This design comes from an exercise in tuning for small area on the open sky130 flow, not from production work. The RTL was checked by simulation tests, not by an equivalence proof against the original design. Power and IR drop assume default switching activity. No driver is modelled on the clock port, so clocking that relies on it looks cheaper here than on a real chip.

Setup of run A:
==> flow/design.v <==
`default_nettype none
module dcache_top (
  input  logic        CLK,
  input  logic        nRST,
  input  logic        cpu_ren,
  input  logic        cpu_wen,
  input  logic        cpu_halt,
  input  logic [31:0] cpu_addr,
  input  logic [31:0] cpu_store,
  output logic        cpu_hit,
  output logic [31:0] cpu_load,
  output logic        cpu_flushed,
  output logic        mem_ren,
  output logic        mem_wen,
  output logic [31:0] mem_addr,
  output logic [31:0] mem_store,
  input  logic        dwait,
  input  logic [31:0] dload
);
  localparam logic [3:0] IDLE    = 4'b0000;
  localparam logic [3:0] WB0     = 4'b0100;
  localparam logic [3:0] WB1     = 4'b0101;
  localparam logic [3:0] FILL0   = 4'b0010;
  localparam logic [3:0] FILL1   = 4'b0011;
  localparam logic [3:0] FCHK    = 4'b1000;
  localparam logic [3:0] FW0     = 4'b1100;
  localparam logic [3:0] FW1     = 4'b1101;
  localparam logic [3:0] FLUSHED = 4'b1001;
  logic [3:0]  state_q, state_d;
  logic [3:0]  cnt_q, cnt_d;    
  logic        st_flush, st_wen, st_ren, st_second, st_idle;
  assign st_flush  = state_q[3];
  assign st_wen    = state_q[2];
  assign st_ren    = state_q[1];
  assign st_second = state_q[0];
  assign st_idle   = (state_q == IDLE);
  logic [25:0] req_tag;
  logic [2:0]  req_index;
  logic        req_word;
  logic        req;
  assign req_tag   = cpu_addr[31:6];
  assign req_index = cpu_addr[5:3];
  assign req_word  = cpu_addr[2];
  assign req       = cpu_ren | cpu_wen;
  logic [15:0]       valid_q;    
  logic [15:0]       dirty_q;
  logic [15:0][25:0] tag_q;
  logic [7:0]        lru_q;      
  logic [31:0][31:0] data_q;     
  logic [2:0]  idx;
  assign idx = st_flush ? cnt_q[3:1] : req_index;
  logic [7:0]  set_oh;
  logic        v0, v1, d0, d1, lru;
  logic [25:0] t0, t1;
  always_comb
  begin
    for (int i = 0; i < 8; i++)
      set_oh[i] = (idx == 3'(i));
    v0 = 1'b0; v1 = 1'b0; d0 = 1'b0; d1 = 1'b0; lru = 1'b0;
    t0 = '0;   t1 = '0;
    for (int i = 0; i < 8; i++)
    begin
      v0  = v0  | (valid_q[i]     & set_oh[i]);
      v1  = v1  | (valid_q[8 + i] & set_oh[i]);
      d0  = d0  | (dirty_q[i]     & set_oh[i]);
      d1  = d1  | (dirty_q[8 + i] & set_oh[i]);
      lru = lru | (lru_q[i]       & set_oh[i]);
      t0  = t0  | (tag_q[i]       & {26{set_oh[i]}});
      t1  = t1  | (tag_q[8 + i]   & {26{set_oh[i]}});
    end
  end
  logic m0, m1, hit;
  assign m0  = v0 && (t0 == req_tag);
  assign m1  = v1 && (t1 == req_tag);
  assign hit = m0 | m1;
  logic way;
  assign way = st_idle ? m1 : cnt_q[0];
  logic victim_way, need_wb;
  assign victim_way = !v0 ? 1'b0 : !v1 ? 1'b1 : lru;
  assign need_wb    = v0 && v1 && (lru ? d1 : d0);
  logic        rd_word;
  logic [31:0] rd_data;
  assign rd_word = st_wen ? st_second : req_word;
  logic [3:0]        col_oh;
  logic [31:0]       word_oh;
  logic [10:0][31:0] grp;
  always_comb
  begin
    for (int c = 0; c < 4; c++)
      col_oh[c] = ({way, rd_word} == 2'(c));
    for (int i = 0; i < 32; i++)
      word_oh[i] = set_oh[i[3:1]] & col_oh[{i[4], i[0]}];
    for (int k = 0; k < 11; k++)
    begin
      grp[k] = '0;
      for (int j = 0; j < 3; j++)
        if (3 * k + j < 32)
          grp[k] = grp[k] | (data_q[3 * k + j] & {32{word_oh[3 * k + j]}});
    end
  end
  assign rd_data = ((grp[0] | grp[1]) | (grp[2] | grp[3])) |
                   ((grp[4] | grp[5]) | (grp[6] | grp[7])) |
                   ((grp[8] | grp[9]) | grp[10]);
  logic [25:0] sel_tag;
  assign sel_tag = cnt_q[0] ? t1 : t0;
  assign cpu_load    = rd_data;
  assign mem_store   = rd_data;
  assign mem_ren     = st_ren;
  assign mem_wen     = st_wen;
  assign cpu_flushed = (state_q == FLUSHED);
  assign mem_addr    = {st_wen ? sel_tag : req_tag, idx,
                        st_wen ? st_second : (req_word ^ st_second), 2'b00};
  logic hit_now;
  assign hit_now = st_idle && req && hit;
  assign cpu_hit = hit_now || (st_ren && st_second && !dwait);
  logic        we;
  logic        wr_word;
  logic [31:0] wr_data;
  assign we      = st_ren || (hit_now && cpu_wen);
  assign wr_word = req_word ^ st_second;
  assign wr_data = (cpu_wen && !st_second) ? cpu_store : dload;
  logic [15:0] line_sel;
  for (genvar l = 0; l < 16; l++)
  begin : g_sel
    assign line_sel[l] = ({way, idx} == 4'(l));
  end
  for (genvar l = 0; l < 16; l++)
  begin : g_line
    always_ff @(posedge CLK, negedge nRST)
    begin
      if (!nRST)
        valid_q[l] <= 1'b0;
      else if (line_sel[l] && we)
        valid_q[l] <= 1'b1;
      else if (line_sel[l] && st_flush)
        valid_q[l] <= 1'b0;
    end
    always_ff @(posedge CLK)
    begin
      if (line_sel[l] && we)
      begin
        dirty_q[l] <= cpu_wen;
        tag_q[l]   <= req_tag;
      end
    end
    for (genvar w = 0; w < 2; w++)
    begin : g_word
      always_ff @(posedge CLK)
      begin
        if (line_sel[l] && we && wr_word == 1'(w))
          data_q[{l, 1'(w)}] <= wr_data;
      end
    end
  end
  for (genvar s = 0; s < 8; s++)
  begin : g_lru
    always_ff @(posedge CLK)
    begin
      if (idx == 3'(s) && (hit_now || st_ren))
        lru_q[s] <= !way;
    end
  end
  always_ff @(posedge CLK, negedge nRST)
  begin
    if (!nRST)
      state_q <= IDLE;
    else
      state_q <= state_d;
  end
  always_ff @(posedge CLK)
  begin
    cnt_q <= cnt_d;
  end
  logic line_done;
  assign line_done = (state_q == FCHK && !(cnt_q[0] ? v1 && d1 : v0 && d0))
                  || (state_q == FW1 && !dwait);
  always_comb
  begin
    state_d = state_q;
    cnt_d   = cnt_q;
    case (state_q)
      IDLE:
      begin
        cnt_d = {3'b000, req && victim_way};
        if (req)
        begin
          if (!hit)
            state_d = need_wb ? WB0 : FILL0;
        end
        else if (cpu_halt)
          state_d = FCHK;
      end
      WB0:     if (!dwait) state_d = WB1;
      WB1:     if (!dwait) state_d = FILL0;
      FILL0:   if (!dwait) state_d = FILL1;
      FILL1:   if (!dwait) state_d = IDLE;
      FCHK:    if (!line_done) state_d = FW0;
      FW0:     if (!dwait) state_d = FW1;
      FW1:     ;  
      FLUSHED: state_d = FLUSHED;
      default: state_d = IDLE;
    endcase
    if (line_done)
    begin
      cnt_d   = cnt_q + 4'd1;
      state_d = (cnt_q == 4'd15) ? FLUSHED : FCHK;
    end
  end
endmodule
`default_nettype wire
export LEC_CHECK = 0
export ABC_AREA = 1
export CAP_MARGIN = 5
export CORE_MARGIN = 2
export CORE_UTILIZATION = 65
export PLACE_DENSITY = 0.75
export SLEW_MARGIN = 5
create_clock -name core_clock -period 12.0 [get_ports {CLK}]
standard.sh (not shown) runs the stock make flow with config.mk's settings and CLKGATE_MAP_FILE= SYNTH_SCRIPT=/design/flow/synth_recipe.tcl, a recipe that flattens the netlist after the stock synthesis.
==> flow/flow/run.sh <==
#!/bin/bash
# Own layout flow: the standard ORFS flow (standard.sh) with two changes to
# synthesis, which otherwise runs synth_recipe.tcl unchanged:
#  - yosys synth also gets -noabc (no generic ABC pass before mapping), so the
#    RTL's and-or structure reaches the final mapping;
#  - the final ABC mapping uses flow/abc_amap.script (area-oriented).
# Extra make variables (port buffer cell, CTS options) come from flow/extra.mk.
# Every tool's output goes to a log of its own in this folder.
set -euo pipefail
W=$PWD
{
  cat <<'TCL'
# map combinational logic with flow/abc_amap.script instead of ORFS's script
proc abc {args} {
  set i [lsearch -exact $args -script]
  if {$i >= 0} { lset args [expr {$i + 1}] $::env(FLOW_ABC_SCRIPT) }
  yosys abc {*}$args
}
TCL
  sed 's/yosys synth -nofsm -noshare /yosys synth -nofsm -noshare -noabc /' synth_recipe.tcl
} > own_synth.tcl
grep -q -- '-nofsm -noshare -noabc' own_synth.tcl
export FLOW_ABC_SCRIPT=$W/flow/abc_amap.script
EXTRA=(SYNTH_SCRIPT=$W/own_synth.tcl)
if [[ -f flow/extra.mk ]]; then
  while read -r line; do [[ -n "$line" ]] && EXTRA+=("$line"); done < flow/extra.mk
fi
bash standard.sh "${EXTRA[@]}" synth > synth.log 2>&1
bash standard.sh "${EXTRA[@]}" finish > layout.log 2>&1
==> flow/flow/abc_amap.script <==
strash
dch -f
amap -F 8 -A 8 -C 1000
==> flow/flow/extra.mk <==
BUFFER_PORTS_ARGS=-buffer_cell sky130_fd_sc_hd__buf_1
CTS_ARGS=-sink_clustering_enable -repair_clock_nets -dont_use_dummy_load -buf_list sky130_fd_sc_hd__clkbuf_8 -sink_clustering_size 16 -sink_clustering_max_diameter 60
Changes in run B relative to run A:
==> flow/flow/abc_amap.script <==
strash
dch -f
amap
==> run summary <==
The insertion delay to the later sink of the worst-skew pair of run A and that of run B are within noise of each other. Sequential fraction of total cell area: run A vs run B, no meaningful difference. Run B: portion of the layout cell area used by non-clock buffers lower than run A. First-iteration DRC count delta (run B − run A): favourable. Run B does better than run A on HPWL after detailed placement.
diff inputs: run B => run C
==> flow/flow/extra.mk <==
BUFFER_PORTS_ARGS=-buffer_cell sky130_fd_sc_hd__buf_1
CTS_ARGS=-sink_clustering_enable -repair_clock_nets -dont_use_dummy_load -buf_list sky130_fd_sc_hd__clkbuf_16 -sink_clustering_size 30 -sink_clustering_max_diameter 80
GPL_KEEP_OVERFLOW=0.3
==> comparison <==
Of the two values seen for last element of the critical path, mem_store[19] was produced by run C and mem_store[11] by run B. Run B → run C: total buffers and inverters traversed by the critical path now sits higher; maximum resistive drop on vdd now sits higher; initial antenna violation count now sits lower; average detailed-routed wire length per instance now sits lower; power after layout now sits higher. Run C: first-pass GRT wire length higher than run B. Per the comparison of run C with run B, starting DRC count in detailed routing went up; post-route minimum period decreased by 0.27 ns relative to the old numbers; number of global-route vias before repair increased 488.

==> what the ideal ports hide <==
Ports are ideal in the flow. The routed layouts listed here were re-timed in OpenROAD. Step 1, drivers: a clkbuf_16 drives CLK and a buf_2 each remaining input, both assumed. Step 2 times the ports against the registers' clock, not the clock port: input delays grow and output delays shrink by t, the midpoint of the rising clock arrivals with the driver on. a / b / c = ideal / step 1 / step 2; a / b = the first two.
run | shift t [ns] | setup slack, ns | worst setup path at the end | clock arrival spread, ns
run A | 0.788 | 0.297 / 0.265 / 0.265 | input to output | 0.074 / 0.074
run B | 0.793 | 0.251 / 0.229 / 0.229 | input to output | 0.074 / 0.073
run C | 0.726 | 0.524 / 0.494 / 0.494 | input to output | 0.078 / 0.078
After both steps every run listed still meets setup and hold. For run A, which loses most, drivers alone change the setup slack by -0.032 ns; drivers and shift together by -0.032 ns.
